Context: an optimization exercise on an open-source flow, tuned for small area, a short achievable clock period and few clock cycles. The choices shown serve that exercise and are no tape-out recipe. Only simulation tests tie the RTL to the original design; equivalence was not proved. Power is estimated from default activity; no workload was simulated.

==> flow/design.v <==
package cpu_pkg;
	typedef logic [8-1:0]             byte_t;
	typedef logic [$clog2(8)-1:0]    reg_addr_t;
	typedef logic [9-1:0]               pc_t;
	typedef logic [$clog2(256)-1:0]  mem_addr_t;
	typedef enum logic [3:0] {
		op_pass_imm,
		op_xori,
		op_addi,
		op_add,
		op_xor,
		op_and,
		op_or,
		op_sll,
		op_xorall,
		op_addr,
		op_bne,
		op_beq
	} alu_op_e;
	typedef enum logic [1:0] {
		st_idle,
		st_run,
		st_done
	} run_state_e;
endpackage
module parity_cpu_top (
	input  logic                   clk,
	input  logic                   arst_n,
	input  logic                   psel,
	input  logic                   penable,
	input  logic                   pwrite,
	input  logic [9-1:0] paddr,
	input  cpu_pkg::byte_t         pwdata,
	output cpu_pkg::byte_t         prdata,
	output logic                   pready,
	output logic                   pslverr
);
	localparam int NR = 17;
	localparam int NS = 15;
	function automatic logic [3:0] add15(input logic [3:0] a, input logic [3:0] k);
		logic [4:0] t;
		t = {1'b0, a} + {1'b0, k};
		if (t >= 5'd15) t = t - 5'd15;
		add15 = t[3:0];
	endfunction
	function automatic logic [4:0] sum15(input logic [7:0] x);
		sum15 = {1'b0, x[7:4]} + {1'b0, x[3:0]};
	endfunction
	function automatic logic at15(input logic [4:0] e, input logic [3:0] h);
		at15 = (e == {1'b0, h}) || (e == {1'b0, h} + 5'd15);
	endfunction
	function automatic logic [3:0] step15(input logic [3:0] a, input logic up);
		if (up) step15 = (a >= 4'd14) ? 4'd0 : a + 4'd1;
		else step15 = (a == 4'd0 || a == 4'd15) ? 4'd14 : a - 4'd1;
	endfunction
	function automatic logic [3:0] pos15(input logic [3:0] m, input logic [3:0] hh);
		logic [5:0] t;
		t = 6'd30 + {1'b0, m, 1'b0} - {1'b0, hh, 1'b0} - 6'd1;
		if (t >= 6'd30) t = t - 6'd30;
		if (t >= 6'd15) t = t - 6'd15;
		pos15 = t[3:0];
	endfunction
	function automatic logic [4:0] ridx(input logic [7:0] x);
		ridx = (x[7:4] == 4'hf) ? 5'd16 : {1'b0, x[3:0]};
	endfunction
	logic [NR-1:0][NS-1:0][7:0] ring;
	logic [NR-1:0][7:0] slot0_d;
	logic [3:0] h, h1, h3;
	logic [3:0] h_next;
	logic [7:0] pad_q, tap_q, seed_q, top_q;
	logic       busy;
	logic       done;
	logic [7:0] wa;       
	logic [3:0] pw;       
	logic       in_pad;   
	logic [7:0] s;        
	logic [7:0] wd_q;     
	logic [5:0] ri;       
	logic [3:0] pr;       
	logic [5:0] wi;       
	logic [3:0] qn;       
	logic [7:0] fifo [8];
	logic       ready_q;
	logic [7:0] prdata_q;
	logic       hw_v;
	logic [3:0] hw_f;     
	logic [4:0] hw_r;
	logic [7:0] hw_d;
	logic       complete;
	logic       is_status;
	logic       is_fixed;
	logic       start;
	logic       in0_at9;
	logic       wa_top;
	logic       run_pad;
	logic       run_msg;
	logic       run_wr;
	logic       run_top;
	logic       fill;
	logic [7:0] q_in;
	logic       wen;
	logic [4:0] wr_r;
	logic [7:0] wd;
	logic [7:0] s_new;
	logic       in_pad_new;
	logic [5:0] wi_new;
	logic [7:0] byte_new;
	logic [4:0] pe;
	logic       at1, at3;
	logic       pend;
	logic       ready_d;
	logic [7:0] rd_ring;
	logic [7:0] rd_next;
	assign h_next = (h >= 4'd15) ? 4'd0 : add15(h, 4'd8);
	always_ff @(posedge clk) begin
		h  <= h_next;
		h1 <= add15(h_next, 4'd8);
		h3 <= add15(h_next, 4'd9);
	end
	always_comb begin
		for (int r = 0; r < NR; r++) begin
			slot0_d[r] = (wen && wr_r == 5'(r)) ? wd : ring[r][1];
		end
	end
	always_ff @(posedge clk) begin
		for (int r = 0; r < NR; r++) begin
			ring[r][0] <= slot0_d[r];
			for (int p = 1; p < NS - 1; p++) ring[r][p] <= ring[r][p+1];
			ring[r][NS-1] <= ring[r][0];
		end
	end
	assign wa_top  = (wa == 8'hff);
	assign run_pad = busy && in_pad && ((pw == 4'd1) || wa_top);
	assign run_msg = busy && !in_pad && ((pw == 4'd1) || wa_top) && (qn != 4'd0);
	assign run_wr  = run_pad || run_msg;
	assign run_top = run_wr && wa_top;
	assign fill    = busy && (pr == 4'd9) && (ri != 6'(59)) && (qn != 4'd8 || run_msg);
	assign q_in    = ring[ri[3:0]][9];
	assign in0_at9 = (h == 4'd3);
	assign s_new      = run_wr ? {s[6:0], ^(s & tap_q)} : s;
	assign in_pad_new = in_pad && !(run_wr && wa == pad_q + 8'(64 - 1));
	assign wi_new     = run_msg ? wi + 6'd1 : wi;
	assign byte_new   = (fill && ri[2:0] == wi_new[2:0]) ? q_in : fifo[wi_new[2:0]];
	always_comb begin
		if (busy) begin
			wen  = run_wr && !wa_top;
			wr_r = ridx(wa);
			wd   = wd_q;
		end else begin
			wen  = hw_v;
			wr_r = hw_r;
			wd   = hw_d;
		end
	end
	assign complete  = psel && penable && ready_q;
	assign is_status = paddr[9-1];
	assign is_fixed  = !is_status && (((paddr[7:0] >= 8'(61)) && (paddr[7:0] <= 8'(63))) || (paddr[7:0] == 8'hff));
	assign start     = complete && pwrite && (paddr == 9'h100) && pwdata[0] && !busy;
	assign pe   = sum15(paddr[7:0]);
	assign at1  = at15(pe, h1);
	assign at3  = at15(pe, h3);
	assign pend = busy && ((paddr[7:0] > wa) || (paddr[7:0] == wa && !run_wr));
	always_comb begin
		if (is_status) ready_d = 1'b1;
		else if (is_fixed) ready_d = pwrite ? !busy : !pend;
		else if (pwrite) ready_d = at3 && !busy;
		else ready_d = at1 && !pend;
	end
	assign rd_ring = (paddr[7:4] == 4'hf) ? slot0_d[16] : slot0_d[paddr[3:0]];
	always_comb begin
		if (is_status) rd_next = {6'b0, done, busy};
		else if (paddr[7:0] == 8'(61)) rd_next = hw_f[0] ? hw_d : pad_q;
		else if (paddr[7:0] == 8'(62)) rd_next = hw_f[1] ? hw_d : tap_q;
		else if (paddr[7:0] == 8'(63)) rd_next = hw_f[2] ? hw_d : seed_q;
		else if (paddr[7:0] == 8'hff) rd_next = hw_f[3] ? hw_d : top_q;
		else rd_next = rd_ring;
	end
	always_ff @(posedge clk or negedge arst_n) begin
		if (!arst_n) begin
			ready_q <= 1'b0;
			busy    <= 1'b0;
			done    <= 1'b0;
		end else begin
			ready_q <= psel && ready_d;
			if (start) begin
				busy <= 1'b1;
				done <= 1'b0;
			end else if (run_msg && wi == 6'(59 - 1)) begin
				busy <= 1'b0;
				done <= 1'b1;
			end
		end
	end
	always_ff @(posedge clk) begin
		prdata_q <= rd_next;
		hw_v <= complete && pwrite && !is_status && !is_fixed;
		hw_r <= ridx(paddr[7:0]);
		hw_d <= pwdata;
		hw_f[0] <= complete && pwrite && !is_status && paddr[7:0] == 8'(61);
		hw_f[1] <= complete && pwrite && !is_status && paddr[7:0] == 8'(62);
		hw_f[2] <= complete && pwrite && !is_status && paddr[7:0] == 8'(63);
		hw_f[3] <= complete && pwrite && !is_status && paddr[7:0] == 8'hff;
		if (hw_f[0]) pad_q <= hw_d;
		if (hw_f[1]) tap_q <= hw_d;
		if (hw_f[2]) seed_q <= hw_d;
		if (run_top) top_q <= wd;
		else if (hw_f[3]) top_q <= hw_d;
		if (!busy) begin
			wa     <= 8'(64);
			pw     <= pos15(4'(64 % 15), h);
			in_pad <= 1'b1;
			s      <= seed_q;
			wd_q   <= seed_q ^ 8'h20;
			wi     <= '0;
			if (in0_at9) begin
				fifo[0] <= ring[0][9];
				ri <= 6'd1;
				pr <= pos15(4'd1, h);
				qn <= 4'd1;
			end else begin
				ri <= '0;
				pr <= pos15(4'd0, h);
				qn <= 4'd0;
			end
		end else begin
			if (run_wr) wa <= wa + 8'd1;
			pw     <= step15(pw, run_wr);
			in_pad <= in_pad_new;
			s      <= s_new;
			wd_q   <= (in_pad_new ? 8'h20 : byte_new) ^ s_new;
			wi     <= wi_new;
			if (fill) begin
				fifo[ri[2:0]] <= q_in;
				ri <= ri + 6'd1;
			end
			pr <= step15(pr, fill);
			qn <= qn + 4'(fill) - 4'(run_msg);
		end
	end
	assign prdata  = prdata_q;
	assign pready  = ready_q;
	assign pslverr = 1'b0;
endmodule
==> flow/flow/run.sh <==
#!/bin/bash
set -euo pipefail
bash standard.sh SETUP_SLACK_MARGIN=6.5 finish > standard.log 2>&1
==> flow/standard.sh <==
#!/bin/bash
# synth_recipe.tcl (not shown) runs the flow's synth.tcl, then flattens the netlist and writes it again
# the make line also repeats each setting of config.mk as NAME=value (left out here)
make -C /OpenROAD-flow-scripts/flow DESIGN_CONFIG=/design/flow/config.mk WORK_HOME=/design/flow/orfs CLKGATE_MAP_FILE= SYNTH_SCRIPT=/design/flow/synth_recipe.tcl "${@:-finish}"
==> flow/config.mk <==
export PLATFORM = sky130hd
export DESIGN_NAME = parity_cpu_top
export DESIGN_NICKNAME = parity_cpu_top
export VERILOG_FILES = /design/flow/design.v
export SDC_FILE = /design/flow/constraint.sdc
export NUM_CORES = 4
export LEC_CHECK = 0
export CAP_MARGIN = 20
export CORE_MARGIN = 2
export CORE_UTILIZATION = 40
export CTS_BUF_LIST = sky130_fd_sc_hd__clkbuf_16
export CTS_CLUSTER_DIAMETER = 80
export CTS_CLUSTER_SIZE = 25
export SLEW_MARGIN = 20
==> flow/constraint.sdc <==
create_clock -name core_clock -period 10.0 [get_ports {clk}]
set_input_delay 2.0000 -clock core_clock [delete_from_list [all_inputs] [get_ports {clk}]]
set_output_delay 2.0000 -clock core_clock [all_outputs]
set_load 0.01 [all_outputs]
==> key figures, run 1 <==
Status
  – Status: no timing/DRC/antenna violations

Global route
  – First-pass GRT wire length: 155700 um
  – Antenna violations before repair: 6
  – Gr ovfl total: 0
  – Vias in the first global route: roughly 24k
  – Total GRT Usage: about 15%
  – Largest net degree at the start of global routing: 64

Timing
  – Fin crit share: between 30% and 40%
  – Final setup fails: 0
  – Actual slew at the worst max-slew pin: around 1.1 ns
  – Clock skew: ~0.037 ns
  – Min cycle time layout: 3.476 ns
  – Max Slew Vio Count: 0
  – Slew HR: 27.85%
  – Fmax: 287.7 MHz
  – Final Hold Viols: 0
  – RSZ-0062 raised after global routing: true
  – Setup TNS: 0 ns

Routing
  – DRC: 0
  – Vias: 24.86k
  – Drt wl/cell: about 20 um
  – DRT Pass-1 Iters: 5
  – Via density per instance: 4.546
  – DR iter-0 viols: 1954
  – Antenna Violating Nets Remaining: 0
  – Total Wirelength: 107800 um

Floorplanning
  – Initial Util: 40.31%
  – Ports: 32
  – Die area: about 0.14 mm2
  – FP Rows: 135
  – Die width: ~370 um
  – Core box area: 0.1356 mm2
  – DIE HEIGHT: 373.7 um

Cells and area
  – Largest register FFs: 2040
  – Layout cells sized above 1: 11.31%
  – FILL cells: 11.90k
  – Register area: 0.04531 mm2
  – Nets: 3718
  – Area of the multi-input gates: 0.009183 mm2
  – Layout Area Growth over Synthesis: 11.40%
  – Final cell count without fillers: between 5k and 6k
  – Largest reg by FF count: ring
  – Biggest regs: ring: 2040 flops, fifo: 64 flops

Logic synthesis
  – Post-synthesis sequential area ratio: 82.82%
  – Register bit count reported by yosys: 2226
  – Post-synth EDFFs: 70
  – Synth Cell Area: between 0.05 and 0.06 mm2
  – Most frequent cell after synthesis: dfxtp_1
  – Ys Warns: 1
  – Yosys top cell area share: between 70% and 80%
  – Async SR Flop Fraction: less than 1%
  – Synth area leader: dfxtp_1
  – Cells after synthesis: 3559
  – Most frequent cells after synthesis: dfxtp_1 (2153), nand2_1 (175), nor2_1 (132)
  – Main flop type after synthesis: dfxtp_1
  – Mapped Nets: 3621
  – Post-Syn Area per Cell: roughly 15 um2
  – Synth area leaders: dfxtp_1 (79%), edfxtp_1 (3.8%), mux4_2 (2.8%)
  – Yosys cell types: 90

Clock network
  – Htree depth: 3
  – CTS buffer count: between 100 and 150
  – Clk buf depth: 3
  – Worst-path clk slew: 0.10 ns
  – Clk sinks: 2226
  – Worst skew pair latency: 0.73 ns
  – CTS tree: done
  – Root buffer cell: clkbuf_16
  – Hold-fix buffers, CTS: 0

Pwr
  – Pleak: 24.00 nW
  – Tot Pwr: 13.60 mW
  – Pwr Density: 223.3 mW/mm2
  – VDD IR max: 139.5 uV

Min path
  – Worst hold path class: flip-flop to flip-flop

Worst setup path
  – Max FO, Critical Path: 5
  – Critical path's top delay family: buffers and inverters
  – CP required: 10.66 ns
  – WS Path Type: primary input to flip-flop
  – CP Launch Type: primary input
  – Worst path bufs/invs: 2
  – Crit path DAT: 4.14 ns
  – Slowest CP cell: clkdlybuf4s50_1
  – CP max stage delay: 0.50 ns
  – Crit. End Element: flip-flop
  – Critical-path cell list: clkdlybuf4s50_1, buf_12, ha_4, xnor2_2, xnor2_1, or4_1, a21oi_2, nor3_2, a41oi_2, o311a_1

Place
  – Hpwl dp: 71720 um
  – PortBufs: 30
  – GPL Wtd Cong: 0.8972
  – Dpl cells: between 5k and 6k

Job
  – Max Cap Viol: 0
area by class of cell:
type	instances	area share, %
sequential	2226	74.40
multi-input combinational	1158	15.08
clock buffer	103	4.232
tap	1781	3.659
timing repair buffer	93	1.598
clock inverter	25	0.5198
inverter	74	0.4787
antenna	8	0.03287
logic make-up after synthesis:
logic type | Yosys count | share of synthesized area (%)
compound gates | 390 | 4.580
fa+ha+maj | 40 | 0.9429
flops | 2226 | 82.82
buf+inv | 176 | 1.311
other cells | 1 | 0.006859
xor+xnor | 60 | 1.030
simple gates | 461 | 3.891
mux | 205 | 5.417
per-layer routing:
metal  vias up  GRT usage (%)  wire [um]
met5         -              0          0
met2       531          22.91      46460
met3       181          2.462       4525
li1      12050              -          -
met4         0          5.065       3544
met1     12100          22.07      53260
what timing repair did:
action                     in CTS  in global routing
pin swaps                       9                 12
setup buffers                  26                  6
cloned                          2                  1
resized for setup             139                 25
setup endpoints to repair     150                 14
cells in the final DEF (no fill, tap or decap), types with 32 or more instances in the layout:
cell type  count
mux2_2        42
mux4_2        67
mux2i_1       71
inv_1         72
nand3_1       35
nor2_1       123
a21oi_1       97
xnor2_1       32
o21ai_0       88
nand2_1      162
buf_4         46
clkbuf_16    104
edfxtp_1      70
dfxtp_1     2140
ha_1          32
metrics by stage:
stage	area (um2)	setup slack (ns)	util (%)	hold WS, ns
3_3_place_gp	57060	4.948	42.07	0.3095
6_report	60900	6.524	44.90	0.2980
5_1_grt	60890	6.456	44.89	0.2945
2_1_floorplan	54740	6.032	-	0.3096
4_1_cts	60710	6.460	44.76	0.2946
3_5_place_dp	57070	4.825	42.08	0.3121
worst paths after layout:
path / from / to / slack (ns) / depth (start not counted)
setup / recovery: paddr[3] / ready_q$_DFF_PN0_ / 6.52 / 10
hold / removal: ring[2025]$_DFF_P_ / ring[2017]$_DFF_P_ / 0.30 / 0
setup reg to reg: busy$_DFFE_PN0P_ / prdata_q[2]$_SDFF_PP0_ / 6.56 / 10
hold reg to reg: ring[2025]$_DFF_P_ / ring[2017]$_DFF_P_ / 0.30 / 0
max in group asynchronous: arst_n / busy$_DFFE_PN0P_ / 8.34 / 1
min in group asynchronous: arst_n / ready_q$_DFF_PN0_ / 1.47 / 1
worst reg2reg max path, cell delays in order (launching register included):
cell     delay, ns
dfrtp_4       0.56
buf_16        0.23
nor2_1        0.20
a32oi_1       0.24
nor2_1        0.50
nand2_4       0.29
nand2_1       0.14
o21ai_0       0.12
mux4_2        0.51
a22o_1        0.24
o41a_1        0.32
power by group:
group | switching [mW] | total [mW] | internal, mW | leakage (nW)
logic | 0.0698 | 0.122 | 0.0518 | 4.34
registers | 0.0152 | 8.91 | 8.90 | 18.2
clock network | 2.60 | 4.57 | 1.97 | 1.43
total | 2.68 | 13.6 | 10.9 | 24.0
Testbench counts, summed over its fixed seeds: cycles 10,229.
==> run 2, diff against run 1 <==
--- a/flow/design.v
+++ b/flow/design.v
@@ -177,11 +177,9 @@
 	end
 	always_ff @(posedge clk or negedge arst_n) begin
 		if (!arst_n) begin
-			ready_q <= 1'b0;
 			busy    <= 1'b0;
 			done    <= 1'b0;
 		end else begin
-			ready_q <= psel && ready_d;
 			if (start) begin
 				busy <= 1'b1;
 				done <= 1'b0;
@@ -192,6 +190,7 @@
 		end
 	end
 	always_ff @(posedge clk) begin
+		ready_q  <= psel && ready_d;
 		prdata_q <= rd_next;
 		hw_v <= complete && pwrite && !is_status && !is_fixed;
 		hw_r <= ridx(paddr[7:0]);
==> flow/flow/run.sh (replaced) <==
#!/bin/bash
set -euo pipefail
bash standard.sh SETUP_SLACK_MARGIN=7.0 finish > standard.log 2>&1
==> run 2 against run 1 <==
  * Still clean
  * Core utilization grew 2.4 points
  * Design area is 7.0% higher
  * Global-route usage is 2.1 points higher
  * Power is 1.1% higher
  * Die area increased by 1.9%
  * First-iteration DRC count is 1.4% lower
  * Cell count is 7.0% higher
  * Worst hold slack got worse by 0.014 ns
  * Largest power group unchanged
==> key figures, run 2 <==
Cells and area
  – Biggest regs: ring: 2040 flops, fifo: 64 flops
  – Layout cells sized above 1: between 10% and 20%
  – Largest register FFs: 2040
  – Final cell count without fillers: 5850
  – Register area: between 0.04 and 0.05 mm2
  – Nets: 4084
  – Layout Area Growth over Synthesis: 16.97%
  – FILL cells: around 12k
  – Commonest non-fill, non-tap cell in the layout: dfxtp_1
  – Most frequent cells in the layout: dfxtp_1 (2131), nor2_1 (201), buf_4 (168), a21oi_1 (136), nand2_1 (124)
  – Area of the multi-input gates: 0.01110 mm2
  – Largest reg by FF count: ring

Place
  – Dpl cells: 5505
  – Hpwl dp: 79630 um
  – GPL Wtd Cong: 0.8937
  – PortBufs: 30
  – Post-Place Setup Slack: 4.251 ns

Worst setup path
  – Reg2Reg Setup Slack: ~6.5 ns
  – Slowest CP cell: or4_4
  – R2R Path End: prdata_q[7]$_SDFF_PP0_
  – Critical-path cell list: buf_6, buf_8, and2_4, nand4_1, buf_4, nor2_4, a21oi_2, o211ai_1, or4_1, or4_4, a22o_1
  – WS Path Type: primary input to flip-flop
  – CP Launch Type: primary input
  – Reg-to-Reg Start: busy$_DFFE_PN0P_
  – CP max stage delay: between 0.4 and 0.5 ns
  – Crit path DAT: 4.23 ns
  – Crit. End Element: flip-flop
  – CP required: 10.67 ns
  – Max FO, Critical Path: 4
  – Reg2Reg Depth: 10

Global route
  – Total GRT Usage: 17.24%
  – Global routing usage on met1: 25.00%
  – Vias in the first global route: 26.14k
  – GR Util met3: 2.812%
  – Antenna violations before repair: 14
  – Met2 usage: 26.22%
  – Most Used Layer, Global Route: met2
  – Largest net degree at the start of global routing: 38
  – First-pass GRT wire length: 177100 um
  – Gr ovfl total: 0

Floorplanning
  – DIE HEIGHT: 377.2 um
  – Core box area: between 0.1 and 0.15 mm2
  – FP Rows: 136
  – Ports: 32
  – Die area: 0.1422 mm2
  – Die width: ~380 um
  – Initial Util: 40.41%

Timing
  – Final Hold Viols: 0
  – RSZ-0062 raised after global routing: true
  – Min cycle time layout: about 3.6 ns
  – Fin crit share: 35.60%
  – Slew HR: 37.93%
  – Setup ws final: 6.440 ns
  – Fmax: 280.9 MHz
  – Max Slew Vio Count: 0
  – Setup TNS: 0 ns
  – Actual slew at the worst max-slew pin: approximately 0.91 ns
  – Final setup fails: 0
  – WHS: 0.2842 ns
  – Clock skew: 0.06587 ns

Logic synthesis
  – Post-Syn Area per Cell: 14.86 um2
  – Most frequent cells after synthesis: dfxtp_1 (2154), nor2_1 (221), a21oi_1 (161)
  – Synth area leaders: dfxtp_1 (77%), edfxtp_1 (3.8%), mux4_2 (2.1%)
  – Cells after synthesis: 3747
  – Simple-gate share of the synthesized area: 4.771%
  – Main flop type after synthesis: dfxtp_1
  – Ys Warns: 1
  – Async SR Flop Fraction: 0.08985%
  – Synth Cell Area: 0.05570 mm2
  – Synth area leader: dfxtp_1
  – Register bit count reported by yosys: 2226
  – Largest family of logic cells by synthesized area: compound AO/OA/AOI/OAI gates
  – Post-synthesis adder-cell area fraction: 0.9255%
  – Yosys cell types: 96
  – Most frequent cell after synthesis: dfxtp_1
  – Post-Synth XOR/XNOR Area: approximately 1.0%
  – Post-synthesis sequential area ratio: 81.28%
  – Post-synth EDFFs: 70
  – Mapped Nets: approximately 3.8k
  – Yosys top cell area share: 77.42%
  – Multiplexer share of the synthesized area: approximately 4.6%
  – Synth Area in Compound Gates: ~6%

Routing
  – DRT Pass-1 Iters: 7
  – Vias: 27.60k
  – Drt wl/cell: approximately 21 um
  – DR iter-0 viols: 1926
  – DRC: 0
  – Total Wirelength: 124400 um
  – Antenna Violating Nets Remaining: 0
  – Via density per instance: 4.718

Pwr
  – Pleak: 25.47 nW
  – Pwr Density: 211.1 mW/mm2
  – VDD IR max: approximately 160 uV
  – Tot Pwr: 13.76 mW

Min path
  – Worst hold path class: flip-flop to flip-flop
  – Hold Path Stages: 0
  – WHS Endpoint: ring[343]$_DFF_P_
  – Hold Path Origin: ring[351]$_DFF_P_

Clock network
  – Hold-fix buffers, CTS: 0
  – Htree depth: 3
  – Worst skew pair latency: 0.78 ns
  – Root buffer cell: clkbuf_16
  – Clk buf depth: 3
  – Worst-path clk slew: about 0.1 ns
  – CTS buffer count: 106
  – Clk sinks: 2226
  – CTS tree: done

Status
  – Status: no timing/DRC/antenna violations

Job
  – Max Cap Viol: 0
[run 2: changes by cell type after synthesis, sizes merged, moves of 14 or more]
cell / before / now
mux4: 67 / 53
a211oi: 26 / 44
o21ai: 116 / 59
nand2: 175 / 134
nor2: 134 / 223
a21oi: 101 / 162
and2: 11 / 28
[run 2: routing by layer]
layer,part of all wire [%],up-vias
met4,3.0,8
li1,-,13170
met5,0.036,-
met3,5.0,202
met2,43,646
met1,49,13580
[run 2: worst max-delay path by stage]
stage	from	to	slack (ns)	cells past startpoint
detailed placement	paddr[2]	prdata_q[2]$_SDFF_PP0_	4.25	9
global route	paddr[3]	prdata_q[7]$_SDFF_PP0_	6.39	11
floorplan	paddr[2]	prdata_q[7]$_SDFF_PP0_	5.95	11
global placement	paddr[2]	prdata_q[2]$_SDFF_PP0_	4.33	9
finish	paddr[3]	prdata_q[7]$_SDFF_PP0_	6.44	11
CTS	paddr[3]	prdata_q[7]$_SDFF_PP0_	6.46	11
[run 2: layout make-up]
type                            instances  share of cell area, %
Antenna cell                            5                0.01921
Clock inverter                         30                 0.5858
Tap cell                             1794                  3.445
Inverter                               74                 0.4590
Sequential cell                      2226                  69.59
Multi-Input combinational cell       1330                  17.03
Timing Repair inverter                  1               0.007682
Timing Repair Buffer                  283                  4.750
Clock buffer                          107                  4.110
[run 2: logic make-up after synthesis]
group,count (synthesis)
flops,2226
simple gates,563
compound gates,485
buf+inv,191
mux,182
xor+xnor,59
fa+ha+maj,40
other cells,1
[run 2: worst max-delay path: cells and delay by family]
kind | cells | cell delay (ns)
compound gates | 3 | 0.45
buf+inv | 3 | 0.41
simple gates | 5 | 1.36
[run 2: timing repair]
action | CTS | global route
setup buffers | 130 | 60
endpoints found under the setup margin | 302 | 63
gates resized for setup | 397 | 112
gates cloned | 11 | 2
pin swaps | 54 | 56
[run 2: report_power, final]
part,leakage [nW],internal [mW],switching (mW),total [mW]
logic,5.90,0.0680,0.0849,0.153
registers,18.1,8.90,0.0152,8.91
clock network,1.51,1.99,2.70,4.69
[run 2: metrics by stage]
step           utilization, %  area, um2
3_3_place_gp            42.28      58280
3_5_place_dp            42.28      58280
2_1_floorplan               -      55820
6_report                47.27      65150
5_1_grt                 47.26      65140
4_1_cts                 46.51      64110
Testbench counts of run 2, summed over its fixed seeds: cycles 10,229.
==> run 3, diff against run 2 <==
--- a/flow/design.v
+++ b/flow/design.v
@@ -60,6 +60,12 @@
 		if (t >= 6'd15) t = t - 6'd15;
 		pos15 = t[3:0];
 	endfunction
+	function automatic logic sumeq(input logic [4:0] a, input logic [4:0] b, input logic [4:0] k);
+		logic [4:0] x, c;
+		x = a ^ b ^ k;
+		c = (a & b) | ((a | b) & ~k);
+		sumeq = (x == {c[3:0], 1'b0});
+	endfunction
 	function automatic logic [4:0] ridx(input logic [7:0] x);
 		ridx = (x[7:4] == 4'hf) ? 5'd16 : {1'b0, x[3:0]};
 	endfunction
@@ -105,12 +111,12 @@
 	logic       in_pad_new;
 	logic [5:0] wi_new;
 	logic [7:0] byte_new;
-	logic [4:0] pe;
 	logic       at1, at3;
 	logic       pend;
 	logic       ready_d;
 	logic [7:0] rd_ring;
 	logic [7:0] rd_next;
+	logic [7:0] rd_fixed;
 	assign h_next = (h >= 4'd15) ? 4'd0 : add15(h, 4'd8);
 	always_ff @(posedge clk) begin
 		h  <= h_next;
@@ -154,25 +160,27 @@
 	end
 	assign complete  = psel && penable && ready_q;
 	assign is_status = paddr[9-1];
-	assign is_fixed  = !is_status && (((paddr[7:0] >= 8'(61)) && (paddr[7:0] <= 8'(63))) || (paddr[7:0] == 8'hff));
+	assign is_fixed  = !is_status && (((paddr[7:2] == 6'b001111) && (paddr[1:0] != 2'b00)) || (paddr[7:0] == 8'hff));
 	assign start     = complete && pwrite && (paddr == 9'h100) && pwdata[0] && !busy;
-	assign pe   = sum15(paddr[7:0]);
-	assign at1  = at15(pe, h1);
-	assign at3  = at15(pe, h3);
-	assign pend = busy && ((paddr[7:0] > wa) || (paddr[7:0] == wa && !run_wr));
+	assign at1  = sumeq({1'b0, paddr[7:4]}, {1'b0, paddr[3:0]}, {1'b0, h1})
+	           || sumeq({1'b0, paddr[7:4]}, {1'b0, paddr[3:0]}, {1'b0, h1} + 5'd15);
+	assign at3  = sumeq({1'b0, paddr[7:4]}, {1'b0, paddr[3:0]}, {1'b0, h3})
+	           || sumeq({1'b0, paddr[7:4]}, {1'b0, paddr[3:0]}, {1'b0, h3} + 5'd15);
+	assign pend = busy && (paddr[7:6] != 2'b00) && !(paddr[7:0] == wa && run_wr);
 	always_comb begin
 		if (is_status) ready_d = 1'b1;
-		else if (is_fixed) ready_d = pwrite ? !busy : !pend;
+		else if (is_fixed) ready_d = pwrite ? !busy : (!pend && hw_f == 4'd0);
 		else if (pwrite) ready_d = at3 && !busy;
 		else ready_d = at1 && !pend;
 	end
 	assign rd_ring = (paddr[7:4] == 4'hf) ? slot0_d[16] : slot0_d[paddr[3:0]];
 	always_comb begin
+		if (paddr[7]) rd_fixed = top_q;
+		else if (!paddr[1]) rd_fixed = pad_q;
+		else if (!paddr[0]) rd_fixed = tap_q;
+		else rd_fixed = seed_q;
 		if (is_status) rd_next = {6'b0, done, busy};
-		else if (paddr[7:0] == 8'(61)) rd_next = hw_f[0] ? hw_d : pad_q;
-		else if (paddr[7:0] == 8'(62)) rd_next = hw_f[1] ? hw_d : tap_q;
-		else if (paddr[7:0] == 8'(63)) rd_next = hw_f[2] ? hw_d : seed_q;
-		else if (paddr[7:0] == 8'hff) rd_next = hw_f[3] ? hw_d : top_q;
+		else if (is_fixed) rd_next = rd_fixed;
 		else rd_next = rd_ring;
 	end
 	always_ff @(posedge clk or negedge arst_n) begin
==> flow/flow/run.sh (replaced) <==
#!/bin/bash
set -euo pipefail
bash standard.sh SETUP_SLACK_MARGIN=6.5 finish > standard.log 2>&1
==> run 3 against run 2 <==
  * Power increased by 0.61%
  * Via count is 6.7% lower
  * Maximum frequency increased by 1.6%
  * Global-route usage decreased by 1.4 points
  * Cell count is 4.9% lower
  * Wire length decreased by 8.3%
  * Critical path type unchanged
==> key figures, run 3 <==
Timing
  – Final setup fails: 0
  – Max Slew Vio Count: 0
  – RSZ-0062 raised after global routing: true
  – Setup TNS: 0 ns
  – Fmax: 285.4 MHz
  – Actual slew at the worst max-slew pin: 1.117 ns
  – Min cycle time layout: between 3 and 4 ns
  – WHS: approximately 0.29 ns
  – Slew HR: approximately a quarter
  – Clock skew: 0.05197 ns
  – Fin crit share: between 30% and 40%
  – Final Hold Viols: 0

Routing
  – DRC: 0
  – Drt wl/cell: 20.49 um
  – Vias: 25.76k
  – DR iter-0 viols: 1901
  – DRT Pass-1 Iters: 8
  – Antenna Violating Nets Remaining: 0
  – Total Wirelength: approximately 110000 um
  – Via density per instance: 4.628

Global route
  – Antenna violations before repair: 15
  – First-pass GRT wire length: approximately 160000 um
  – Vias in the first global route: 24.59k
  – Largest net degree at the start of global routing: 67
  – Total GRT Usage: 15.85%
  – Gr ovfl total: 0

Clock network
  – Clk sinks: 2226
  – Root buffer cell: clkbuf_16
  – Hold-fix buffers, CTS: 0
  – CTS buffer count: 106
  – Htree depth: 3
  – Worst skew pair latency: 0.76 ns
  – Worst-path clk slew: 0.10 ns
  – CTS tree: done
  – Clk buf depth: 3

Pwr
  – VDD IR max: 146.5 uV
  – Pwr Density: around 220 mW/mm2
  – Pleak: 24.01 nW

Logic synthesis
  – Yosys cell types: 90
  – Cells after synthesis: 3634
  – Mapped Nets: 3701
  – Post-Syn Area per Cell: 15.29 um2
  – Most frequent cell after synthesis: dfxtp_1
  – Post-synthesis sequential area ratio: 82.06%
  – Synth area leader: dfxtp_1
  – Post-synth EDFFs: 102
  – Yosys top cell area share: 76.45%
  – Synth Cell Area: 0.05556 mm2
  – Ys Warns: 1
  – Register bit count reported by yosys: about 2.2k
  – Main flop type after synthesis: dfxtp_1
  – Synth area leaders: dfxtp_1 (76%), edfxtp_1 (5.5%), mux4_2 (2.4%)
  – Async SR Flop Fraction: 0.08985%
  – Most frequent cells after synthesis: dfxtp_1 (2122), nor2_1 (136), nand2_1 (123)

Cells and area
  – Commonest non-fill, non-tap cell in the layout: dfxtp_1
  – Most frequent cells in the layout: dfxtp_1 (2107), nor2_1 (124), nand2_1 (113), clkbuf_16 (110), edfxtp_1 (102)
  – Largest reg by FF count: ring
  – Layout cells sized above 1: 11.72%
  – Largest register FFs: approximately 2k
  – Register area: 0.04563 mm2
  – Area of the multi-input gates: 0.009734 mm2
  – Biggest regs: ring: 2040 flops, fifo: 64 flops
  – Layout Area Growth over Synthesis: 11.69%
  – Nets: ~3.8k
  – FILL cells: 11.97k

Worst setup path
  – Critical path's top delay family: buffers and inverters
  – Crit path DAT: 4.21 ns
  – Critical-path cell list: clkdlybuf4s18_2, clkinvlp_4, buf_4, fa_1, xor2_1, o31ai_1, a21oi_1, a21oi_1, o21a_1
  – CP Launch Type: primary input
  – Reg2Reg Setup Slack: 6.50 ns
  – CP required: roughly 11 ns
  – Slowest CP cell: clkdlybuf4s18_2
  – Crit path top cell by count: a21oi_1
  – Crit. End Element: flip-flop
  – CP max stage delay: 0.48 ns
  – Worst path bufs/invs: 3
  – WS Path Type: primary input to flip-flop
  – Max FO, Critical Path: 9

Status
  – Status: no timing/DRC/antenna violations

Floorplanning
  – Initial Util: 40.36%
  – Die width: between 300 and 400 um
  – Die area: 0.1419 mm2
  – Ports: 32
  – DIE HEIGHT: 376.7 um
  – FP Rows: 136
  – Core box area: 0.1377 mm2

Job
  – Max Cap Viol: 0

Place
  – PortBufs: 30
  – GPL Wtd Cong: 0.9144
  – Hpwl dp: slightly below 80000 um

Min path
  – Worst hold path class: flip-flop to flip-flop
-- run 3: changes by cell type after synthesis, moves of 32 or more --
cell and change:
a21oi_1 -72, dfxtp_1 -32, edfxtp_1 +32, nand3_1 +52, nor2_1 -85, o21ai_0 +52
-- run 3: final timing paths --
| check | startpoint | end | cells past startpoint |
|---|---|---|---|
| setup / recovery | paddr[3] | ready_q$_DFF_P_ | 9 |
| hold / removal | ring[21]$_DFF_P_ | ring[13]$_DFF_P_ | 0 |
| setup reg to reg | wa[4]$_SDFFE_PN0N_ | prdata_q[2]$_SDFF_PP0_ | 8 |
| hold reg to reg | ring[21]$_DFF_P_ | ring[13]$_DFF_P_ | 0 |
| max in group asynchronous | arst_n | busy$_DFFE_PN0P_ | 1 |
| min in group asynchronous | arst_n | busy$_DFFE_PN0P_ | 1 |
-- run 3: timing repair --
item	4_1_cts	5_1_grt
resized for setup	130	37
pin swaps	7	1
gates cloned	1	4
setup endpoints to repair	179	41
buffers inserted	23	10
-- run 3: cells by family (layout without fill, tap and decap cells) --
logic type                 after synthesis  in the layout  synth area share [%]
AOI/OAI and AO/OA                      424            425                 4.992
xor gates and xnor gates                70             70                 1.103
adders and majority gates               45             45                 1.243
buffers and inverters                  181            309                 1.322
DFF                                   2226           2226                 82.06
muxes                                  196            196                 4.958
other                                    1             10              0.006749
and+or+nand+nor                        491            491                 4.319
-- run 3: routing by layer --
layer | share of wire [%] | track usage (%) | up-vias
met1 | 49 | 22.90 | 12480
met5 | 0 | 0 | -
met2 | 42 | 23.49 | 684
met3 | 5.3 | 2.853 | 195
li1 | - | - | 12410
met4 | 3.6 | 6.309 | 0
-- run 3: area by class of cell --
class                           instances  share of cell area, %
Antenna cell                            9                0.03629
Inverter                               70                 0.4496
Sequential cell                      2226                  73.53
Timing Repair Buffer                  102                  1.669
Clock inverter                         30                 0.7036
Clock buffer                          107                  4.314
Tap cell                             1794                  3.617
Multi-Input combinational cell       1228                  15.68
-- run 3: where the power goes --
| part | internal [mW] | switching (mW) |
|---|---|---|
| combinational | 0.0551 | 0.102 |
| clock | 2.05 | 2.67 |
| sequential | 8.94 | 0.0181 |
| total | 11.0 | 2.79 |
-- run 3: metrics by stage --
stage	cell area [um2]	total power, mW	std cells	worst slack, ns	utilization (%)
global placement	58030	9.308	5382	4.896	42.15
floorplan	55710	9.241	3634	6.254	-
detailed placement	58030	9.309	5382	4.840	42.16
CTS	61750	13.98	5543	6.406	44.85
global route	62040	14.32	5557	6.404	45.07
finish	62060	13.84	5566	6.496	45.08
Testbench counts of run 3, summed over its fixed seeds: cycles 10,229.
==> run 4, diff against run 3 <==
==> flow/flow/run.sh (replaced) <==
#!/bin/bash
set -euo pipefail
bash standard.sh SETUP_SLACK_MARGIN=6.8 finish > standard.log 2>&1
==> run 4 against run 3 <==
  * Sequential share of layout area decreased by 1.4 points
  * Clock power decreased by 4%
  * Critical path type is now flip-flop to flip-flop
  * Worst setup slack improved by 0.15 ns
  * Critical path depth increased by 3
  * Maximum frequency increased by 4.6%
  * First-iteration DRC count increased by 6.5%
  * Via count increased by 2.1%
  * Largest cell class unchanged
  * Combinational power increased by 22%
  * Power decreased by 1.1%
  * Highest routed layer is now met5
  * Core utilization increased by 0.88 points
==> key figures, run 4 <==
Status
  – Status: no timing/DRC/antenna violations

Routing
  – DR iter-0 viols: around 2.0k
  – Via density per instance: 4.673
  – Drt wl/cell: 20.79 um
  – Total Wirelength: 117000 um
  – DRT Pass-1 Iters: 6
  – Vias: 26.29k
  – Antenna Violating Nets Remaining: 0
  – DRC: 0

Clock network
  – Worst-path clk slew: around 0.090 ns
  – CTS buffer count: between 100 and 150
  – Clk buf depth: 3
  – Root buffer cell: clkbuf_16
  – Hold-fix buffers, CTS: 0
  – Clk sinks: approximately 2.2k
  – CTS tree: done
  – Htree depth: 3
  – Worst skew pair latency: around 0.73 ns

Pwr
  – Int Power: 10.95 mW
  – Sw Pwr: between 2 and 3 mW
  – Switch share: 19.99%
  – Tot Pwr: 13.68 mW
  – Clk pwr share: 33.1%
  – Pleak: 24.50 nW
  – Sequential Power Share: between 60% and 70%
  – Pwr Density: 216.2 mW/mm2
  – VDD IR max: 140.8 uV
  – Combinational power share: 1.4%

Global route
  – Antenna violations before repair: 12
  – Total GRT Usage: 16.16%
  – Vias in the first global route: 25.03k
  – First-pass GRT wire length: 167600 um
  – Gr ovfl total: 0
  – Largest net degree at the start of global routing: 27

Logic synthesis
  – Post-Syn Area per Cell: 15.29 um2
  – Async SR Flop Fraction: 0.08985%
  – Post-synth EDFFs: a little over 100
  – Most frequent cell after synthesis: dfxtp_1
  – Main flop type after synthesis: dfxtp_1
  – Ys Warns: 1
  – Cells after synthesis: 3634
  – Most frequent cells after synthesis: dfxtp_1 (2122), nor2_1 (136), nand2_1 (123)
  – Synth Cell Area: 0.05556 mm2
  – Yosys top cell area share: approximately 76%
  – Synth area leader: dfxtp_1
  – Synth area leaders: dfxtp_1 (76%), edfxtp_1 (5.5%), mux4_2 (2.4%)
  – Yosys cell types: 90
  – Mapped Nets: 3701
  – Post-synthesis sequential area ratio: between 80 and 90%
  – Register bit count reported by yosys: approximately 2.2k

Cells and area
  – Biggest regs: ring: 2040 flops, fifo: 64 flops
  – Layout Area Growth over Synthesis: 13.88%
  – Commonest non-fill, non-tap cell in the layout: dfxtp_1
  – Register area: 0.04565 mm2
  – Layout cells sized above 1: 14.58%
  – Largest register FFs: between 2k and 2.5k
  – Largest reg by FF count: ring
  – Most frequent cells in the layout: dfxtp_1 (2100), nor2_1 (120), nand2_1 (111), clkbuf_16 (109), edfxtp_1 (102)
  – Nets: a little under 4k
  – Final cell count without fillers: 5627
  – Area of the multi-input gates: between 0.01 and 0.015 mm2
  – FILL cells: 11.85k

Timing
  – RSZ-0062 raised after global routing: true
  – Setup ws final: between 6 and 7 ns
  – Min cycle time layout: around 3.4 ns
  – Final setup fails: 0
  – Actual slew at the worst max-slew pin: 0.9583 ns
  – Slew HR: between 30% and 40%
  – Fmax: 298.4 MHz
  – Clock skew: ~0.047 ns
  – Setup TNS: 0 ns
  – Final Hold Viols: 0
  – Max Slew Vio Count: 0
  – Fin crit share: 33.51%

Floorplanning
  – Die area: 0.1419 mm2
  – Die width: 376.7 um
  – Ports: 32
  – FP Rows: about 140
  – DIE HEIGHT: 376.7 um
  – Core box area: between 0.1 and 0.15 mm2
  – Initial Util: 40.36%

Job
  – Max Cap Viol: 0

Place
  – GPL Wtd Cong: 0.8894
  – Post-Place Setup Slack: 4.802 ns
  – Hpwl dp: 77420 um
  – Dpl cells: 5384
  – PortBufs: 30

Worst setup path
  – Slowest CP cell: mux4_2
  – Max FO, Critical Path: 8
  – CP required: 10.59 ns
  – Crit path DAT: roughly 3.9 ns
  – WS Path Type: flip-flop to flip-flop
  – Critical-path cell list: inv_2, ha_4, or3b_4, o21a_4, a32oi_4, buf_12, nor3_4, buf_6, mux2_4, mux4_2, a21o_1, a221o_1
  – CP max stage delay: 0.51 ns
  – CP Launch Type: flip-flop
  – Crit. End Element: flip-flop

Min path
  – Worst hold path class: flip-flop to flip-flop
## run 4: area by class of cell
class / instances / share of cell area, %
flip-flops and latches: 2226 / 72.14
multi-input cells: 1228 / 15.97
clock buffers: 105 / 4.152
well taps: 1794 / 3.547
repair buffers: 174 / 3.273
inverters: 70 / 0.4963
clock inverters: 25 / 0.4034
diodes: 5 / 0.01977
## run 4: kinds of logic after synthesis
logic type               synth area share [%]
AO/OA/AOI/OAI                           4.992
XOR/XNOR                                1.103
adder cells (fa/ha/maj)                 1.243
AND/OR/NAND/NOR                         4.319
multiplexers                            4.958
other                                0.006749
flip-flops                              82.06
buffers and inverters                   1.322
## run 4: stage by stage
| stage | hold WS, ns | util, % | cell area, um2 |
|---|---|---|---|
| after floorplan | 0.3096 | - | 55750 |
| after global placement | 0.3096 | 42.16 | 58040 |
| after detailed placement | 0.3121 | 42.16 | 58040 |
| after CTS | 0.3064 | 45.48 | 62610 |
| after global routing | 0.3187 | 45.96 | 63260 |
| final | 0.3031 | 45.97 | 63280 |
## run 4: final timing paths
kind / start / endpoint / slack (ns) / cells after the start
max in group asynchronous: arst_n / busy$_DFFE_PN0P_ / 8.35 / 1
setup / recovery: qn[2]$_SDFF_PN0_ / prdata_q[4]$_SDFF_PP0_ / 6.65 / 12
min in group asynchronous: arst_n / busy$_DFFE_PN0P_ / 1.47 / 1
hold / removal: ring[1733]$_DFF_P_ / ring[1725]$_DFF_P_ / 0.30 / 0
hold reg to reg: ring[1733]$_DFF_P_ / ring[1725]$_DFF_P_ / 0.30 / 0
setup reg to reg: qn[2]$_SDFF_PN0_ / prdata_q[4]$_SDFF_PP0_ / 6.65 / 12
## run 4: layer usage
metal | up-vias | track usage (%) | share of wire [%]
li1 | 12550 | - | -
met1 | 12800 | 22.98 | 47
met2 | 741 | 24.87 | 44
met3 | 204 | 2.867 | 5.7
met4 | 2 | 5.502 | 3.2
met5 | - | 0 | 0.011
## run 4: power groups by stage
stage,logic [mW],registers (mW),clock network (mW)
after floorplan,0.0828,9.16,0
after global placement,0.140,9.17,0
after detailed placement,0.140,9.17,0
after CTS,0.172,8.96,4.67
after global routing,0.198,8.97,4.99
final,0.191,8.96,4.53
## run 4: repair_timing
item / in CTS / in global routing
pin swaps: 29 / 18
gates resized for setup: 272 / 73
endpoints found under the setup margin: 288 / 50
buffers inserted: 65 / 29
cloned: 10 / 4
## run 4: critical path, delay by kind of cell (launching register included)
kind,cells,cell delay (ns)
compound gates,4,1.05
fa+ha+maj,1,0.13
buf+inv,3,0.42
flops,1,0.33
mux,2,0.81
simple gates,2,0.48
==> run 5, diff against run 4 <==
--- a/flow/design.v
+++ b/flow/design.v
@@ -59,12 +59,6 @@
 		if (t >= 6'd30) t = t - 6'd30;
 		if (t >= 6'd15) t = t - 6'd15;
 		pos15 = t[3:0];
-	endfunction
-	function automatic logic sumeq(input logic [4:0] a, input logic [4:0] b, input logic [4:0] k);
-		logic [4:0] x, c;
-		x = a ^ b ^ k;
-		c = (a & b) | ((a | b) & ~k);
-		sumeq = (x == {c[3:0], 1'b0});
 	endfunction
 	function automatic logic [4:0] ridx(input logic [7:0] x);
 		ridx = (x[7:4] == 4'hf) ? 5'd16 : {1'b0, x[3:0]};
@@ -117,6 +111,7 @@
 	logic [7:0] rd_ring;
 	logic [7:0] rd_next;
 	logic [7:0] rd_fixed;
+	logic       rd_byp;
 	assign h_next = (h >= 4'd15) ? 4'd0 : add15(h, 4'd8);
 	always_ff @(posedge clk) begin
 		h  <= h_next;
@@ -162,10 +157,8 @@
 	assign is_status = paddr[9-1];
 	assign is_fixed  = !is_status && (((paddr[7:2] == 6'b001111) && (paddr[1:0] != 2'b00)) || (paddr[7:0] == 8'hff));
 	assign start     = complete && pwrite && (paddr == 9'h100) && pwdata[0] && !busy;
-	assign at1  = sumeq({1'b0, paddr[7:4]}, {1'b0, paddr[3:0]}, {1'b0, h1})
-	           || sumeq({1'b0, paddr[7:4]}, {1'b0, paddr[3:0]}, {1'b0, h1} + 5'd15);
-	assign at3  = sumeq({1'b0, paddr[7:4]}, {1'b0, paddr[3:0]}, {1'b0, h3})
-	           || sumeq({1'b0, paddr[7:4]}, {1'b0, paddr[3:0]}, {1'b0, h3} + 5'd15);
+	assign at1  = at15(sum15(paddr[7:0]), h1);
+	assign at3  = at15(sum15(paddr[7:0]), h3);
 	assign pend = busy && (paddr[7:6] != 2'b00) && !(paddr[7:0] == wa && run_wr);
 	always_comb begin
 		if (is_status) ready_d = 1'b1;
@@ -173,7 +166,8 @@
 		else if (pwrite) ready_d = at3 && !busy;
 		else ready_d = at1 && !pend;
 	end
-	assign rd_ring = (paddr[7:4] == 4'hf) ? slot0_d[16] : slot0_d[paddr[3:0]];
+	assign rd_byp  = wen && (wr_r == ridx(paddr[7:0]));
+	assign rd_ring = (paddr[7:4] == 4'hf) ? ring[16][1] : ring[paddr[3:0]][1];
 	always_comb begin
 		if (paddr[7]) rd_fixed = top_q;
 		else if (!paddr[1]) rd_fixed = pad_q;
@@ -181,6 +175,7 @@
 		else rd_fixed = seed_q;
 		if (is_status) rd_next = {6'b0, done, busy};
 		else if (is_fixed) rd_next = rd_fixed;
+		else if (rd_byp) rd_next = wd;
 		else rd_next = rd_ring;
 	end
 	always_ff @(posedge clk or negedge arst_n) begin
==> run 5 against run 4 <==
  * Power fell by 1.6%
  * Worst setup slack got worse by 0.031 ns
  * Synthesized cell count fell by 1.7%
  * Maximum frequency fell by 0.91%
  * Flip-flop and latch count did not move
  * Sequential share of layout area rose by 2.5 points
  * Critical path type is now primary input to flip-flop
==> key figures, run 5 <==
Status
  – Status: no timing/DRC/antenna violations

Logic synthesis
  – Post-synth EDFFs: 102
  – Register bit count reported by yosys: between 2k and 2.5k
  – Synth area leader: dfxtp_1
  – Most frequent cell after synthesis: dfxtp_1
  – Mapped Nets: 3631
  – Async SR Flop Fraction: 0.08985%
  – Yosys top cell area share: 77.88%
  – Synth Cell Area: ~0.055 mm2
  – Post-synthesis sequential area ratio: 83.59%
  – Synth area leaders: dfxtp_1 (78%), edfxtp_1 (5.6%), mux4_2 (2.3%)
  – Most frequent cells after synthesis: dfxtp_1 (2122), nand2_1 (261), o21ai_0 (198)
  – Post-Syn Area per Cell: 15.27 um2
  – Yosys cell types: 86
  – Cells after synthesis: 3573
  – Main flop type after synthesis: dfxtp_1
  – Ys Warns: 1

Timing
  – RSZ-0062 raised after global routing: true
  – Final setup fails: 0
  – Final Hold Viols: 0
  – Fin crit share: between 30% and 40%
  – Setup TNS: 0 ns
  – Clock skew: 0.05355 ns
  – Actual slew at the worst max-slew pin: 0.9104 ns
  – Max Slew Vio Count: 0
  – Fmax: 295.7 MHz
  – Min cycle time layout: 3.382 ns
  – WHS: 0.2971 ns
  – Setup ws final: 6.618 ns
  – Slew HR: between 30% and 40%

Cells and area
  – Layout cells sized above 1: 11.57%
  – Biggest regs: ring: 2040 flops, fifo: 64 flops
  – Fin area: just over 0.06 mm2
  – Largest reg by FF count: ring
  – Nets: 3752
  – Most frequent cells in the layout: dfxtp_1 (2108), nand2_1 (254), o21ai_0 (190), edfxtp_1 (102), clkbuf_16 (101)
  – Layout Area Growth over Synthesis: 12.02%
  – Commonest non-fill, non-tap cell in the layout: dfxtp_1
  – Largest register FFs: 2040

Global route
  – Global routing usage on met1: 21.48%
  – Vias in the first global route: 23.58k
  – Met2 usage: 22.04%
  – GR Util met3: 2.177%
  – Gr ovfl total: 0
  – Antenna violations before repair: 4
  – First-pass GRT wire length: around 150000 um
  – Most Used Layer, Global Route: met2
  – Largest net degree at the start of global routing: 34
  – Total GRT Usage: between 10 and 15%

Clock network
  – Worst-path clk slew: 0.10 ns
  – CTS buffer count: 101
  – CTS tree: done
  – Htree depth: 3
  – Clk sinks: 2226
  – Root buffer cell: clkbuf_16
  – Worst skew pair latency: 0.72 ns
  – Clk buf depth: 3

Routing
  – DR iter-0 viols: between 1.5k and 2k
  – Drt wl/cell: ~19 um
  – Total Wirelength: 103100 um
  – Via density per instance: 4.512
  – DRC: 0
  – Antenna Violating Nets Remaining: 0
  – Vias: 24.81k
  – DRT Pass-1 Iters: 6

Worst setup path
  – Max FO, Critical Path: 5
  – Crit path DAT: 3.92 ns
  – Slowest CP cell: mux4_2
  – Crit. End Element: flip-flop
  – CP max stage delay: approximately 0.53 ns
  – Reg2Reg Setup Slack: 6.90 ns
  – Critical-path cell list: buf_16, buf_12, buf_16, mux4_2, mux4_2, mux2i_1, mux2_4, a221oi_2
  – CP required: 10.54 ns
  – CP Launch Type: primary input
  – WS Path Type: primary input to flip-flop

Place
  – Area after DPL: 0.05704 mm2
  – PortBufs: 30
  – Hpwl dp: approximately 65000 um
  – Post-Place Setup Slack: 3.878 ns
  – GPL Wtd Cong: 0.8402

Job
  – Max Cap Viol: 0

Pwr
  – Pleak: 23.62 nW
  – VDD IR max: 143.8 uV
  – Tot Pwr: between 10 and 15 mW
  – Pwr Density: about 220 mW/mm2

Floorplanning
  – Die width: 373.3 um
  – Die area: 0.1393 mm2
  – FP Rows: between 100 and 150
  – Ports: 32
  – Core box area: around 0.14 mm2
  – DIE HEIGHT: 373.3 um
  – Initial Util: 40.27%

Min path
  – Worst hold path class: flip-flop to flip-flop
-- run 5: cell count changes in the layout (fill, tap and decap cells not counted), sizes merged, moves of 28 or more --
cell,change
nand3,-46
buf,-40
nor2,-56
mux2,-35
inv,-28
nand2,+137
a211oi,+32
a21oi,-41
o21ai,+92
-- run 5: layer usage --
metal  part of all wire [%]  vias up
li1                       -    12150
met1                     50    12050
met2                     43      454
met3                    3.5      155
met4                    3.1        0
met5                      0        -
-- run 5: report_power, final --
part | internal (mW) | total (mW) | switching, mW
Clock | 1.85 | 4.42 | 2.57
Combinational | 0.0579 | 0.118 | 0.0605
Sequential | 8.92 | 8.93 | 0.00845
Total | 10.8 | 13.5 | 2.64
-- run 5: final cells by class --
type / count / area, um2
Clock buffer: 101 / 2527
Clock inverter: 24 / 234.0
Sequential cell: 2226 / 45630
Inverter: 46 / 188.9
Tap cell: 1781 / 2228
Timing Repair Buffer: 123 / 1358
Antenna cell: 2 / 5.005
Fill cell: 11870 / 74370
Multi-Input combinational cell: 1196 / 8929
-- run 5: per-stage QoR --
| step | std cells | utilization (%) |
|---|---|---|
| after global placement | 5315 | 42.08 |
| after global routing | 5497 | 45.10 |
| after CTS | 5480 | 44.83 |
| final | 5499 | 45.10 |
| after floorplan | 3573 | - |
| after detailed placement | 5316 | 42.11 |
-- run 5: logic make-up after synthesis --
family | Yosys count | synth area share (%)
AOI/OAI and AO/OA | 432 | 5.001
xor gates and xnor gates | 73 | 1.172
adders and majority gates | 36 | 0.8533
buffers and inverters | 152 | 1.122
DFF | 2226 | 83.59
muxes | 144 | 3.978
other | 1 | 0.006875
and+or+nand+nor | 509 | 4.280
-- run 5: what timing repair did --
action	CTS	global route
endpoints found under the setup margin	265	119
pin swaps	22	16
gates resized for setup	194	58
hold buffers	0	0
gates cloned	9	0
buffers inserted	30	17
-- run 5: path summary, 6_finish.rpt --
check,startpoint,cells after the start,to
setup reg to reg,busy$_DFFE_PN0P_,9,wd_q[0]$_DFF_P_
max in group asynchronous,arst_n,1,busy$_DFFE_PN0P_
setup / recovery,paddr[0],8,prdata_q[0]$_DFF_P_
min in group asynchronous,arst_n,1,busy$_DFFE_PN0P_
hold / removal,ring[1]$_DFF_P_,0,ring[113]$_DFF_P_
hold reg to reg,ring[1]$_DFF_P_,0,ring[113]$_DFF_P_
-- run 5: critical path, delay by kind of cell --
| family | cells | cell delay, ns |
|---|---|---|
| buffers and inverters | 3 | 0.42 |
| multiplexers | 4 | 1.44 |
| AO/OA/AOI/OAI | 1 | 0.05 |
Testbench counts of run 5, summed over its fixed seeds: cycles 10,229.
==> run 6, diff against run 5 <==
==> flow/flow/run.sh (replaced) <==
#!/bin/bash
set -euo pipefail
bash standard.sh SETUP_SLACK_MARGIN=7.0 finish > standard.log 2>&1
==> run 6 against run 5 <==
  * Sequential power hardly changed
  * Register-to-register slack better by 0.12 ns
  * Area after synthesis stayed put
  * Core utilization is 0.49 points higher
  * Highest routed layer is now met5
  * Critical path depth stayed put
  * Sequential share of layout area is 0.78 points lower
  * Flip-flop and latch count stayed put
  * Clock power is 0.9% higher
  * First-iteration DRC count is 0.70% higher
  * Synthesized cell count stayed put
  * Global-route usage is 0.089 points lower
  * Clock skew is 0.017 ns lower
==> key figures, run 6 <==
Worst setup path
  – Crit. End Element: flip-flop
  – CP Launch Type: primary input
  – R2R Path End: wd_q[2]$_DFF_P_
  – Crit path DAT: between 3 and 4 ns
  – Max FO, Critical Path: 15
  – Reg2Reg Depth: 8
  – Reg2Reg Setup Slack: 7.02 ns
  – Reg-to-Reg Start: ri[0]$_DFFE_PP_
  – CP required: 10.58 ns
  – WS Path Type: primary input to flip-flop

Clock network
  – Clk buf depth: 3
  – Hold-fix buffers, CTS: 0
  – Root buffer cell: clkbuf_16
  – CTS buffer count: 101
  – Worst-path clk slew: 0.10 ns
  – Htree depth: 3
  – Worst skew pair latency: 0.73 ns
  – Clk sinks: between 2k and 2.5k
  – CTS tree: done

Global route
  – Gr ovfl total: 0
  – Total GRT Usage: 14.49%
  – First-pass GRT wire length: 150200 um
  – Antenna violations before repair: 5
  – Vias in the first global route: 23.87k
  – Largest net degree at the start of global routing: 33

Cells and area
  – Area of the multi-input gates: 0.009268 mm2
  – Commonest non-fill, non-tap cell in the layout: dfxtp_1
  – FILL cells: ~12k
  – Nets: 3780
  – Largest reg by FF count: ring
  – Most frequent cells in the layout: dfxtp_1 (2100), nand2_1 (245), o21ai_0 (172), clkbuf_16 (102), edfxtp_1 (102)
  – Largest register FFs: 2040
  – Layout cells sized above 1: 13.59%
  – Layout Area Growth over Synthesis: 13.24%
  – Final cell count without fillers: around 5.5k
  – Util after Layout: 45.59%
  – Biggest regs: ring: 2040 flops, fifo: 64 flops
  – Register area: 0.04565 mm2

Logic synthesis
  – Synth area leaders: dfxtp_1 (78%), edfxtp_1 (5.6%), mux4_2 (2.3%)
  – Async SR Flop Fraction: 0.08985%
  – Most frequent cells after synthesis: dfxtp_1 (2122), nand2_1 (261), o21ai_0 (198)
  – Ys Warns: 1
  – Synth Cell Area: 0.05455 mm2
  – Most frequent cell after synthesis: dfxtp_1
  – Post-Syn Area per Cell: between 15 and 20 um2
  – Mapped Nets: 3631
  – Main flop type after synthesis: dfxtp_1
  – Post-synth EDFFs: 102
  – Yosys top cell area share: 77.88%
  – Register bit count reported by yosys: around 2.2k
  – Cells after synthesis: roughly 3.6k
  – Yosys cell types: 86
  – Post-synthesis sequential area ratio: a little over four fifths
  – Synth area leader: dfxtp_1

Place
  – Hpwl dp: 63220 um
  – PortBufs: 30
  – Dpl cells: 5315
  – GPL Wtd Cong: 0.8295

Min path
  – WHS Endpoint: ring[263]$_DFF_P_
  – Hold Path Origin: ring[271]$_DFF_P_
  – Worst hold path class: flip-flop to flip-flop
  – Hold Path Stages: 0

Timing
  – Final setup fails: 0
  – RSZ-0062 raised after global routing: true
  – Setup TNS: 0 ns
  – Max Slew Vio Count: 0
  – Fin crit share: between 30% and 40%
  – Min cycle time layout: 3.398 ns
  – Fmax: 294.3 MHz
  – WHS: 0.3044 ns
  – Slew HR: 23.25%
  – Clock skew: 0.03609 ns
  – Actual slew at the worst max-slew pin: 1.119 ns
  – Final Hold Viols: 0

Routing
  – Total Wirelength: slightly above 100000 um
  – DRT Pass-1 Iters: 7
  – DR iter-0 viols: 1868
  – Vias: 25.14k
  – Drt wl/cell: roughly 19 um
  – Via density per instance: 4.546
  – Antenna Violating Nets Remaining: 0
  – DRC: 0

Pwr
  – Pwr Density: 218.7 mW/mm2
  – VDD IR max: approximately 140 uV
  – Pleak: 23.92 nW
  – Tot Pwr: 13.51 mW

Floorplanning
  – FP Rows: 135
  – DIE HEIGHT: 373.3 um
  – Die width: 373.3 um
  – Initial Util: 40.27%
  – Die area: 0.1393 mm2
  – Ports: 32
  – Core box area: 0.1355 mm2

Job
  – Max Cap Viol: 0

Status
  – Status: no timing/DRC/antenna violations
-- run 6: cell counts after synthesis --
Identical to the previous run, type by type.
-- run 6: power breakdown --
part           switching [mW]  internal [mW]
combinational          0.0593         0.0611
clock                    2.60           1.86
sequential            0.00838           8.92
total                    2.67           10.8
-- run 6: worst max-delay path by stage --
stage                      startpoint                     end  slack, ns  cells past startpoint
2_1_floorplan                paddr[0]         ready_q$_DFF_P_       6.21                      8
4_1_cts        prdata_q[6]$_SDFF_PP0_               prdata[6]       6.66                      1
6_report                     paddr[0]  prdata_q[4]$_SDFF_PP0_       6.60                      8
3_3_place_gp                 paddr[7]     prdata_q[1]$_DFF_P_       3.87                      7
3_5_place_dp                 paddr[7]     prdata_q[1]$_DFF_P_       3.78                      8
5_1_grt                      paddr[7]  prdata_q[4]$_SDFF_PP0_       6.57                     10
-- run 6: layout make-up --
type	count	share of cell area, %
Antenna cell	3	0.01215
Inverter	46	0.3039
Timing Repair Buffer	150	2.640
Multi-Input combinational cell	1197	15.00
Tap cell	1781	3.608
Sequential cell	2226	73.90
Clock buffer	101	4.092
Clock inverter	25	0.4355
-- run 6: metal layers --
layer  track usage [%]  part of all wire [%]
met1             20.98                    50
met2             21.77                    42
met3             2.573                   4.0
met4             5.149                   3.6
met5                 0                 0.023
-- run 6: kinds of logic after synthesis --
family,synth area share [%]
fa+ha+maj,0.8533
flops,83.59
mux,3.978
xor+xnor,1.172
buf+inv,1.122
compound gates,5.001
simple gates,4.280
other cells,0.006875
-- run 6: timing repair --
item | in CTS | in global routing
gates cloned | 8 | 1
gates resized for setup | 254 | 83
buffers inserted | 46 | 30
setup endpoints to repair | 307 | 138
pin swaps | 24 | 31
-- run 6: critical path, cell delays in order --
cell      delay, ns
buf_16         0.10
buf_16         0.12
buf_16         0.18
mux4_2         0.56
mux4_2         0.55
mux2i_1        0.17
mux2_2         0.19
a211oi_2       0.07
-- run 6: metrics by stage --
| step | setup slack, ns | area [um2] |
|---|---|---|
| 3_3_place_gp | 3.873 | 57050 |
| 2_1_floorplan | 6.206 | 54770 |
| 6_report | 6.602 | 61770 |
| 4_1_cts | 6.657 | 61180 |
| 3_5_place_dp | 3.778 | 57070 |
| 5_1_grt | 6.572 | 61760 |
==> run 7, diff against run 6 <==
--- a/flow/design.v
+++ b/flow/design.v
@@ -159,7 +159,7 @@
 	assign start     = complete && pwrite && (paddr == 9'h100) && pwdata[0] && !busy;
 	assign at1  = at15(sum15(paddr[7:0]), h1);
 	assign at3  = at15(sum15(paddr[7:0]), h3);
-	assign pend = busy && (paddr[7:6] != 2'b00) && !(paddr[7:0] == wa && run_wr);
+	assign pend = busy && (paddr[7:6] != 2'b00) && !(paddr[7:0] == wa && run_wr && !wa_top);
 	always_comb begin
 		if (is_status) ready_d = 1'b1;
 		else if (is_fixed) ready_d = pwrite ? !busy : (!pend && hw_f == 4'd0);
==> flow/flow/run.sh (replaced) <==
#!/bin/bash
set -euo pipefail
bash standard.sh SETUP_SLACK_MARGIN=6.8 finish > standard.log 2>&1
==> run 7 against run 6 <==
  * Still clean on timing, DRC and antenna
  * Clock-buffer cell count is 2 higher
  * Power hardly changed
  * Clock skew is 0.0061 ns higher
  * Maximum frequency is 5.4% lower
==> key figures, run 7 <==
Status
  – Status: no timing/DRC/antenna violations

Logic synthesis
  – Ys Warns: 1
  – Most frequent cell after synthesis: dfxtp_1
  – Post-Syn Area per Cell: 15.44 um2
  – Post-synthesis sequential area ratio: 83.57%
  – Post-synth EDFFs: between 100 and 150
  – Async SR Flop Fraction: less than 1%
  – Cells after synthesis: approximately 3.5k
  – Synth area leaders: dfxtp_1 (78%), edfxtp_1 (5.6%), mux4_2 (2.3%)
  – Synth Cell Area: around 0.055 mm2
  – Most frequent cells after synthesis: dfxtp_1 (2122), nor2_1 (180), a21oi_1 (141)
  – Synth area leader: dfxtp_1
  – Yosys top cell area share: 77.87%
  – Register bit count reported by yosys: 2226
  – Main flop type after synthesis: dfxtp_1
  – Mapped Nets: ~3.6k
  – Yosys cell types: 90

Global route
  – Antenna violations before repair: 0
  – Total GRT Usage: 13.98%
  – First-pass GRT wire length: 146100 um
  – Gr ovfl total: 0
  – Largest net degree at the start of global routing: 39
  – Vias in the first global route: between 20k and 25k

Clock network
  – Clk sinks: between 2k and 2.5k
  – Hold-fix buffers, CTS: 0
  – Clk buf depth: 3
  – Root buffer cell: clkbuf_16
  – CTS buffer count: 101
  – Worst skew pair latency: 0.73 ns
  – Htree depth: 3
  – CTS tree: done
  – Worst-path clk slew: 0.10 ns

Routing
  – Vias: 24.49k
  – Drt wl/cell: 18.13 um
  – DRC: 0
  – Via density per instance: 4.491
  – DR iter-0 viols: 1759
  – Total Wirelength: 98860 um
  – DRT Pass-1 Iters: 6
  – Antenna Violating Nets Remaining: 0

Timing
  – Fin crit share: a little over a third
  – Slew HR: 33.31%
  – Max Slew Vio Count: 0
  – Fmax: 278.4 MHz
  – Min cycle time layout: 3.592 ns
  – Actual slew at the worst max-slew pin: 0.9989 ns
  – RSZ-0062 raised after global routing: true
  – Final setup fails: 0
  – Final Hold Viols: 0
  – Setup TNS: 0 ns
  – Clock skew: around 0.042 ns
  – WHS: 0.3053 ns
  – Setup ws final: 6.408 ns

Pwr
  – Pwr Density: 220.9 mW/mm2
  – VDD IR max: 133.2 uV
  – Pleak: 23.55 nW

Floorplanning
  – DIE HEIGHT: 373.3 um
  – Die width: roughly 370 um
  – FP Rows: roughly 140
  – Core box area: 0.1355 mm2
  – Ports: 32
  – Initial Util: 40.27%
  – Die area: 0.1394 mm2

Worst setup path
  – Crit path DAT: 4.25 ns
  – CP required: 10.66 ns
  – CP Launch Type: primary input
  – Max FO, Critical Path: 7
  – WS Path Type: primary input to flip-flop
  – Crit. End Element: flip-flop

Cells and area
  – Biggest regs: ring: 2040 flops, fifo: 64 flops
  – FILL cells: 11.76k
  – Commonest non-fill, non-tap cell in the layout: dfxtp_1
  – Nets: between 3k and 4k
  – Largest reg by FF count: ring
  – Layout Area Growth over Synthesis: 12.19%
  – Largest register FFs: about 2.0k
  – Final cell count without fillers: approximately 5.5k
  – Most frequent cells in the layout: dfxtp_1 (2110), nor2_1 (176), a21oi_1 (140), nand2_1 (137), clkbuf_16 (104)
  – Fin area: 0.06120 mm2
  – Layout cells sized above 1: 11.14%

Place
  – Dpl cells: between 5k and 6k
  – GPL Wtd Cong: 0.8215
  – Hpwl dp: 59690 um
  – Post-Place Setup Slack: 3.748 ns
  – PortBufs: 30
  – Area after DPL: ~0.057 mm2

Min path
  – Worst hold path class: flip-flop to flip-flop

Job
  – Max Cap Viol: 0
[run 7: area by class of cell]
type                    instances  area (um2)  area share (%)
flip-flops and latches       2226       45620           74.54
multi-input cells            1158        8890           14.52
clock buffers                 103        2577           4.211
well taps                    1781        2228           3.641
repair buffers                118        1453           2.373
clock inverters                23       260.3          0.4252
inverters                      42       167.7          0.2739
diodes                          2       5.005        0.008177
[run 7: stage by stage]
step                util, %  total power [mW]
CTS                   44.95             13.66
global placement      42.09             9.214
detailed placement    42.10             9.214
floorplan                 -             9.182
global route          45.18             13.98
finish                45.18             13.52
[run 7: repair_timing]
item                                    CTS  global route
gates resized for setup                 170            35
cloned                                    8             1
endpoints found under the setup margin  266           117
setup buffers                            36            14
pin swaps                                17             8
[run 7: kinds of logic after synthesis]
family	Yosys count	synth area share (%)
flops	2226	83.57
simple gates	494	4.300
compound gates	404	4.805
buf+inv	151	1.195
mux	146	3.995
xor+xnor	76	1.271
fa+ha+maj	36	0.8532
other cells	1	0.006874
[run 7: path summary, 6_finish.rpt]
kind | start | end | slack, ns | cells past startpoint
setup / recovery | paddr[1] | ready_q$_DFF_P_ | 6.41 | 13
hold / removal | ring[94]$_DFF_P_ | ring[86]$_DFF_P_ | 0.31 | 0
setup reg to reg | wa[0]$_SDFFE_PN0N_ | prdata_q[6]$_SDFF_PP0_ | 6.84 | 11
hold reg to reg | ring[94]$_DFF_P_ | ring[86]$_DFF_P_ | 0.31 | 0
max in group asynchronous | arst_n | busy$_DFFE_PN0P_ | 8.42 | 1
min in group asynchronous | arst_n | busy$_DFFE_PN0P_ | 1.44 | 1
[run 7: metal layers]
layer  vias up  GRT usage (%)  part of all wire, %
met3       132          2.011                  3.7
met4         0          4.828                  2.7
li1      11990              -                    -
met2       434          21.62                   44
met5         -              0                    0
met1     11940          20.08                   49
[run 7: report_power, final]
group | internal (mW) | switching [mW]
Sequential | 8.92 | 0.00778
Combinational | 0.0601 | 0.0545
Clock | 1.91 | 2.57
Total | 10.9 | 2.64
[run 7: worst max-delay path, stage by stage]
cell,delay (ns)
buf_6,0.13
buf_16,0.12
inv_2,0.06
fa_2,0.42
xnor2_4,0.28
buf_4,0.18
nand3_1,0.08
o21ai_0,0.09
o211ai_1,0.11
a2111oi_2,0.37
o21ai_1,0.09
o21bai_1,0.15
o311a_1,0.16
Testbench counts of run 7, summed over its fixed seeds: cycles 10,229.

Setup slack of run 7, layout unchanged: 6.408 ns with ideal ports, 6.447 ns with driving cells assumed (clock clkbuf_16, inputs buf_2), 5.661 ns with port delays also shifted by the 0.786 ns mid clock arrival.
